This is an optimization exercise on Yosys and OpenROAD, whose aim is small area, not a production implementation. In this exercise RTL edits were held to simulation tests only and were not proved equivalent to the original.

## before
==> flow/design.v <==
package calc_pkg;
	typedef enum logic [2:0] {
		OP_WRITE       = 3'd0,
		OP_READ        = 3'd1,
		OP_READ2       = 3'd2,
		OP_WRITE_READ  = 3'd3,
		OP_WRITE_READ2 = 3'd4,
		OP_LESS        = 3'd5,
		OP_XOR         = 3'd6,
		OP_SHIFT       = 3'd7
	} calc_op_e;
	typedef logic [16-1:0] calc_word_t;
	typedef logic [5-1:0] calc_addr_t;
	typedef union packed {
		logic [16*8-1:0]     flat;
		logic [0:16-1][7:0] chars;
	} lcd_line_u;
endpackage
`timescale 1ns/1ns
module calc_top (
	input  logic                        PB1,
	input  logic                        reset,
	input  logic                        cmd_load,
	input  logic                        step,
	input  logic                        hold,
	input  logic [4-1:0]    nibble,
	output logic [16*8-1:0] line_top,
	output logic [16*8-1:0] line_bottom,
	output logic                        line_valid
);
	logic [2:0]  op;
	logic [3:0]  count;
	logic        step_q;
	logic        step_evt;
	logic        wr_en;
	logic        show;
	logic [4:0]  rd_addr_a;
	logic [4:0]  rd_addr_b;
	logic [4:0]  wr_addr;
	logic [15:0] entry_data;
	logic [3:0]  shift_amt;
	logic [4:0]  port_addr;
	logic [15:0] port;
	logic [15:0] wr_word;
	logic [15:0] top_bits;
	logic [15:0] bot_bits;
	logic        shown;
	logic        top_word;
	wire op_two  = (op == calc_pkg::OP_READ2) || (op == calc_pkg::OP_WRITE_READ2);
	wire op_one  = (op == calc_pkg::OP_READ) || (op == calc_pkg::OP_WRITE_READ);
	wire need_b  = op_two || (op == calc_pkg::OP_LESS) || (op == calc_pkg::OP_XOR);
	assign step_evt = step & ~step_q & ~hold & ~cmd_load;
	wire op_w   = (op == calc_pkg::OP_WRITE);
	wire op_r   = (op == calc_pkg::OP_READ);
	wire op_r2  = (op == calc_pkg::OP_READ2);
	wire op_wr  = (op == calc_pkg::OP_WRITE_READ);
	wire op_wr2 = (op == calc_pkg::OP_WRITE_READ2);
	wire op_lx  = (op == calc_pkg::OP_LESS) || (op == calc_pkg::OP_XOR);
	wire op_sh  = (op == calc_pkg::OP_SHIFT);
	wire has_b  = op_r2 || op_wr2 || op_lx;
	wire do_a_hi  = !op_w && count == 4'd1;
	wire do_a_lo  = !op_w && count == 4'd2;
	wire do_b_hi  = has_b && count == 4'd3;
	wire do_b_lo  = has_b && count == 4'd4;
	wire do_w_hi  = (op_w && count == 4'd1) || ((op_wr || op_sh) && count == 4'd3) ||
	                ((op_wr2 || op_lx) && count == 4'd5);
	wire do_w_lo  = (op_w && count == 4'd2) || ((op_wr || op_sh) && count == 4'd4) ||
	                ((op_wr2 || op_lx) && count == 4'd6);
	wire do_data  = (op_w && count >= 4'd3 && count <= 4'd6) ||
	                (op_wr && count >= 4'd5 && count <= 4'd8) ||
	                (op_wr2 && count >= 4'd7 && count <= 4'd10);
	wire do_shamt = op_sh && count == 4'd5;
	wire do_write = ((op_w || op_lx) && count == 4'd7) || (op_wr && count == 4'd9) ||
	                (op_wr2 && count == 4'd11) || (op_sh && count == 4'd6);
	wire do_show  = ((op_w || op_lx) && count == 4'd8) || (op_r && count == 4'd3) ||
	                (op_r2 && count == 4'd5) || (op_wr && count == 4'd10) ||
	                (op_wr2 && count == 4'd12) || (op_sh && count == 4'd7);
	always_ff @(posedge PB1) begin
		if (reset) begin
			op     <= calc_pkg::OP_WRITE;
			count  <= '0;
			step_q <= 1'b0;
			wr_en  <= 1'b0;
			show   <= 1'b0;
		end else begin
			step_q <= step;
			wr_en  <= step_evt && (do_write);
			show   <= step_evt && (do_show);
			if (cmd_load) begin
				op    <= nibble[2:0];
				count <= '0;
			end else if (hold) begin
				count <= '0;
			end else if (step_evt) begin
				count <= (do_show) ? 4'd0 : count + 4'd1;
			end
		end
	end
	logic [16*32-1:0] ring;
	logic [4:0]  rot;
	logic        clr;
	logic        pend;
	logic [4:0]  pend_addr;
	logic [4:0]  pend_slot;
	logic        pend_on;
	logic        zero_fill;
	logic [15:0] ins_data;
	logic [3:0]  ins_sel;
	assign zero_fill = reset || clr;
	assign pend_on   = pend || wr_en;
	assign pend_slot = pend_addr - rot;
	assign ins_data  = zero_fill ? 16'd0 : entry_data;
	always_comb begin
		for (int k = 0; k < 4; k++)
			ins_sel[k] = zero_fill || (pend_on && pend_slot == 5'(8*k + 1));
	end
	always_ff @(posedge PB1) begin
		for (int s = 0; s < 32; s++) begin
			if (s % 8 == 0 && ins_sel[s/8])
				ring[16*s +: 16] <= ins_data;
			else
				ring[16*s +: 16] <= ring[16*((s+1) % 32) +: 16];
		end
	end
	always_ff @(posedge PB1) begin
		if (reset) begin
			rot   <= '0;
			clr   <= 1'b1;
			pend  <= 1'b0;
		end else begin
			rot <= rot + 5'd1;
			if (rot == 5'd6) clr <= 1'b0;
			pend <= pend_on && (ins_sel == 4'd0);
		end
	end
	logic        a_ok, b_ok;
	logic [15:0] a_word, b_word;
	logic        tap_hit;
	logic [15:0] tap_word;
	logic        got;
	logic [15:0] got_word;
	wire         look_b = a_ok && need_b;
	logic [10:0] tap_sel;
	logic [2:0]  op_nx;
	logic [4:0]  a_nx, b_nx, look_nx, slot_nx;
	logic        a_ok_nx;
	always_comb begin
		op_nx = reset ? calc_pkg::OP_WRITE : (cmd_load ? nibble[2:0] : op);
		a_nx  = rd_addr_a;
		b_nx  = rd_addr_b;
		if (step_evt && do_a_hi) a_nx[4:1] = nibble;
		if (step_evt && do_a_lo) a_nx[0]   = nibble[0];
		if (step_evt && do_b_hi) b_nx[4:1] = nibble;
		if (step_evt && do_b_lo) b_nx[0]   = nibble[0];
		a_ok_nx = !(reset || a_step) && (a_ok || got);
		look_nx = (a_ok_nx && (op_nx == calc_pkg::OP_READ2 || op_nx == calc_pkg::OP_WRITE_READ2 ||
		           op_nx == calc_pkg::OP_LESS || op_nx == calc_pkg::OP_XOR)) ? b_nx : a_nx;
		slot_nx = look_nx - (reset ? 5'd0 : rot + 5'd1);
	end
	always_ff @(posedge PB1) begin
		for (int t = 0; t < 11; t++)
			tap_sel[t] <= (slot_nx == 5'(3*t));
	end
	always_comb begin
		tap_word = '0;
		for (int t = 0; t < 11; t++)
			tap_word = tap_word | ({16{tap_sel[t]}} & ring[16*3*t +: 16]);
	end
	assign tap_hit = |tap_sel;
	assign got      = clr || tap_hit;
	assign got_word = clr ? 16'd0 : tap_word;
	wire a_step = step_evt && (do_a_hi || do_a_lo);
	wire b_step = step_evt && (do_b_hi || do_b_lo);
	wire         b_hold = b_ok || !look_b;
	wire [15:0]  a_next = a_ok ? a_word : got_word;
	wire [15:0]  b_next = b_hold ? b_word : got_word;
	wire upd   = wr_en || (pend && ins_sel != 4'd0);
	wire a_upd = upd && (rd_addr_a == pend_addr);
	wire b_upd = upd && (rd_addr_b == pend_addr);
	always_ff @(posedge PB1) begin
		a_word <= a_upd ? entry_data : a_next;
		b_word <= b_upd ? entry_data : b_next;
		a_ok   <= a_ok_nx;
		b_ok   <= !(reset || b_step) && (b_ok || (look_b && got));
	end
	logic a_lt_b;
	always_comb begin
		a_lt_b = 1'b0;
		for (int i = 0; i < 15; i++)
			a_lt_b = (a_word[i] == b_word[i]) ? a_lt_b : b_word[i];
		a_lt_b = (a_word[15] == b_word[15]) ? a_lt_b : a_word[15];
	end
	always_comb begin
		case (op)
			calc_pkg::OP_LESS:  wr_word = {15'd0, a_lt_b};
			calc_pkg::OP_XOR:   wr_word = a_word ^ b_word;
			default:            wr_word = a_word >> shift_amt;
		endcase
	end
	always_ff @(posedge PB1) begin
		if (step_evt) begin
			if (do_a_hi)  rd_addr_a[4:1] <= nibble;
			if (do_a_lo)  rd_addr_a[0] <= nibble[0];
			if (do_b_hi)  rd_addr_b[4:1] <= nibble;
			if (do_b_lo)  rd_addr_b[0] <= nibble[0];
			if (do_w_hi)  wr_addr[4:1] <= nibble;
			if (do_w_lo)  wr_addr[0] <= nibble[0];
			if (do_shamt) shift_amt <= nibble;
		end
		if (step_evt && do_data)
			entry_data <= {entry_data[11:0], nibble};
		else if (step_evt && do_write && (op == calc_pkg::OP_LESS || op == calc_pkg::OP_XOR || op == calc_pkg::OP_SHIFT))
			entry_data <= wr_word;
		if (step_evt && do_write)
			pend_addr <= wr_addr;
	end
	always_ff @(posedge PB1) begin
		if (reset) begin
			top_bits   <= '0;
			bot_bits   <= '0;
			shown      <= 1'b0;
			top_word   <= 1'b0;
			line_valid <= 1'b0;
		end else begin
			line_valid <= show;
			if (show) begin
				shown    <= 1'b1;
				top_word <= op_two;
				if (op_two)      top_bits <= a_word;
				else if (op_one) top_bits <= {rd_addr_a, 11'd0};
				else             top_bits <= {wr_addr, 11'd0};
				if (op_two)      bot_bits <= b_next;
				else if (op_one) bot_bits <= a_next;
				else             bot_bits <= entry_data;
			end
		end
	end
	always_comb begin
		for (int i = 0; i < 16; i++) begin
			line_top[127-8*i -: 8]    = {3'b001, (i < 5) ? shown : top_word, 3'b000, top_bits[15-i]};
			line_bottom[127-8*i -: 8] = {3'b001, shown, 3'b000, bot_bits[15-i]};
		end
	end
endmodule
export LEC_CHECK = 0
export ABC_AREA = 1
export CAP_MARGIN = 20
export CORE_MARGIN = 2
export CORE_UTILIZATION = 40
export SLEW_MARGIN = 20
create_clock -name core_clock -period 10.0 [get_ports {PB1}]
standard.sh (not shown) runs the stock make flow with config.mk's settings and CLKGATE_MAP_FILE= SYNTH_SCRIPT=/design/flow/synth_recipe.tcl, a recipe that flattens the netlist after the stock synthesis.
==> flow/flow/run.sh <==
#!/bin/bash
# Standard layout (the standard.sh: standard synthesis and ORFS steps) with these changes:
#  - constant output ports share tie cells in groups of up to 8 (flow/split_ties.tcl)
#    instead of one tie cell per port
#  - CTS inserts no dummy loads, and uses smaller clock buffers in larger sink clusters
#  - port buffers are the smallest buffer
set -euo pipefail
export SKIP_REPAIR_TIE_FANOUT=1
export POST_FLOORPLAN_TCL="$PWD/flow/split_ties.tcl"
export CTS_ARGS="-sink_clustering_enable -repair_clock_nets -dont_use_dummy_load -buf_list {sky130_fd_sc_hd__clkbuf_4 sky130_fd_sc_hd__clkbuf_8} -sink_clustering_size 16 -sink_clustering_max_diameter 80"
export BUFFER_PORTS_ARGS="-buffer_cell sky130_fd_sc_hd__buf_1"
bash standard.sh > flow_make.log 2>&1
==> flow/flow/split_ties.tcl <==
# Run after floorplan (POST_FLOORPLAN_TCL). Synthesis leaves one tie cell per constant value;
# give every group of up to 8 loads of a tie net its own tie cell, so that no tie net is long,
# while not spending a tie cell on every constant output port.
set group_size 8
set block [ord::get_db_block]
set made 0
set ties {}
foreach inst [$block getInsts] {
  if {[[$inst getMaster] getName] eq "sky130_fd_sc_hd__conb_1"} { lappend ties $inst }
}
foreach inst $ties {
  set master [$inst getMaster]
  foreach iterm [$inst getITerms] {
    set pin [[$iterm getMTerm] getName]
    if {$pin ne "HI" && $pin ne "LO"} { continue }
    set net [$iterm getNet]
    if {$net eq "NULL"} { continue }
    set loads {}
    foreach it [$net getITerms] {
      if {[$it getInst] eq $inst} { continue }
      lappend loads [list "[[$it getInst] getName]/[[$it getMTerm] getName]" i $it]
    }
    foreach bt [$net getBTerms] { lappend loads [list [$bt getName] b $bt] }
    set loads [lsort -dictionary -index 0 $loads]
    set n [llength $loads]
    # the first group stays on the existing tie
    for {set i $group_size} {$i < $n} {incr i $group_size} {
      set name "tie_split_${made}"
      set tie [odb::dbInst_create $block $master $name]
      set tnet [odb::dbNet_create $block "${name}_net"]
      [$tie findITerm $pin] connect $tnet
      foreach l [lrange $loads $i [expr {$i + $group_size - 1}]] {
        set obj [lindex $l 2]
        $obj disconnect
        $obj connect $tnet
      }
      incr made
    }
  }
}
puts "split_ties: added $made tie cells"
The following lists how after was set up differently from before:
--- a/flow/design.v
+++ b/flow/design.v
@@ -114,12 +114,13 @@
 		for (int k = 0; k < 4; k++)
 			ins_sel[k] = zero_fill || (pend_on && pend_slot == 5'(8*k + 1));
 	end
 	always_ff @(posedge PB1) begin
 		for (int s = 0; s < 32; s++) begin
-			if (s % 8 == 0 && ins_sel[s/8])
-				ring[16*s +: 16] <= ins_data;
+			if (s % 8 == 0)
+				ring[16*s +: 16] <= (ring[16*(s+1) +: 16] & {16{!ins_sel[s/8]}}) |
+				                    (entry_data & {16{ins_sel[s/8] && !zero_fill}});
 			else
 				ring[16*s +: 16] <= ring[16*((s+1) % 32) +: 16];
 		end
 	end
 	always_ff @(posedge PB1) begin
### Flow results
Both conditions hold for before: the flow ran to the end and the final layout passed the timing, design-rule and antenna checks. after closes out successfully: all stages finished, all timing, DRC and antenna checks passed. Share of the clock period used by the worst path came out lower on after than on before. On after: via count of the first global-routing pass is 1.7% higher than what before gave. Net count of the mapped netlist for after: 2.1% down relative to before. Worst endpoint required time delta for after relative to before: 40 ps lower. In after, the portion of the post-synthesis area used by sequential elements came out 0.38 points above the value in before. Sort after and before by final weighted congestion of routability-driven global placement, ascending, and before comes first. Taking before as the reference point, the final-layout worst hold slack of after falls by 20 ps. Re critical-path maximum fanout: after and before aren't equal, and the lower value belongs to before.

re-timing with driven ports:
In the flow no input, the clock included, has a driving cell. The finished layouts below were timed again as built, in two steps.
Step 1 sets driving cells, clkbuf_16 on the clock port and buf_2 on the other inputs (assumed; they add their load-dependent delay and slew).
Step 2, shift: input delay + t, output delay - t, t = (earliest + latest rising clock arrival at the registers) / 2. This alone moves slack from input paths to output paths.
Three values: no drivers, after step 1, after step 2; two values: the first two.
run | t (ns) | slack for setup (ns) | hold WS [ns] | worst setup path after step 2 | worst data-port slew with drivers (ns)
before | 0.663 | 4.917 / 4.946 / 4.282 | 0.301 / 0.301 / 0.301 | input to register | 0.03
after | 0.635 | 5.425 / 5.450 / 4.816 | 0.281 / 0.281 / 0.281 | input to register | 0.03
After both steps setup and hold are still met in every run listed. For before, which loses most, drivers alone change the setup slack by +0.029 ns; drivers and shift together by -0.635 ns.
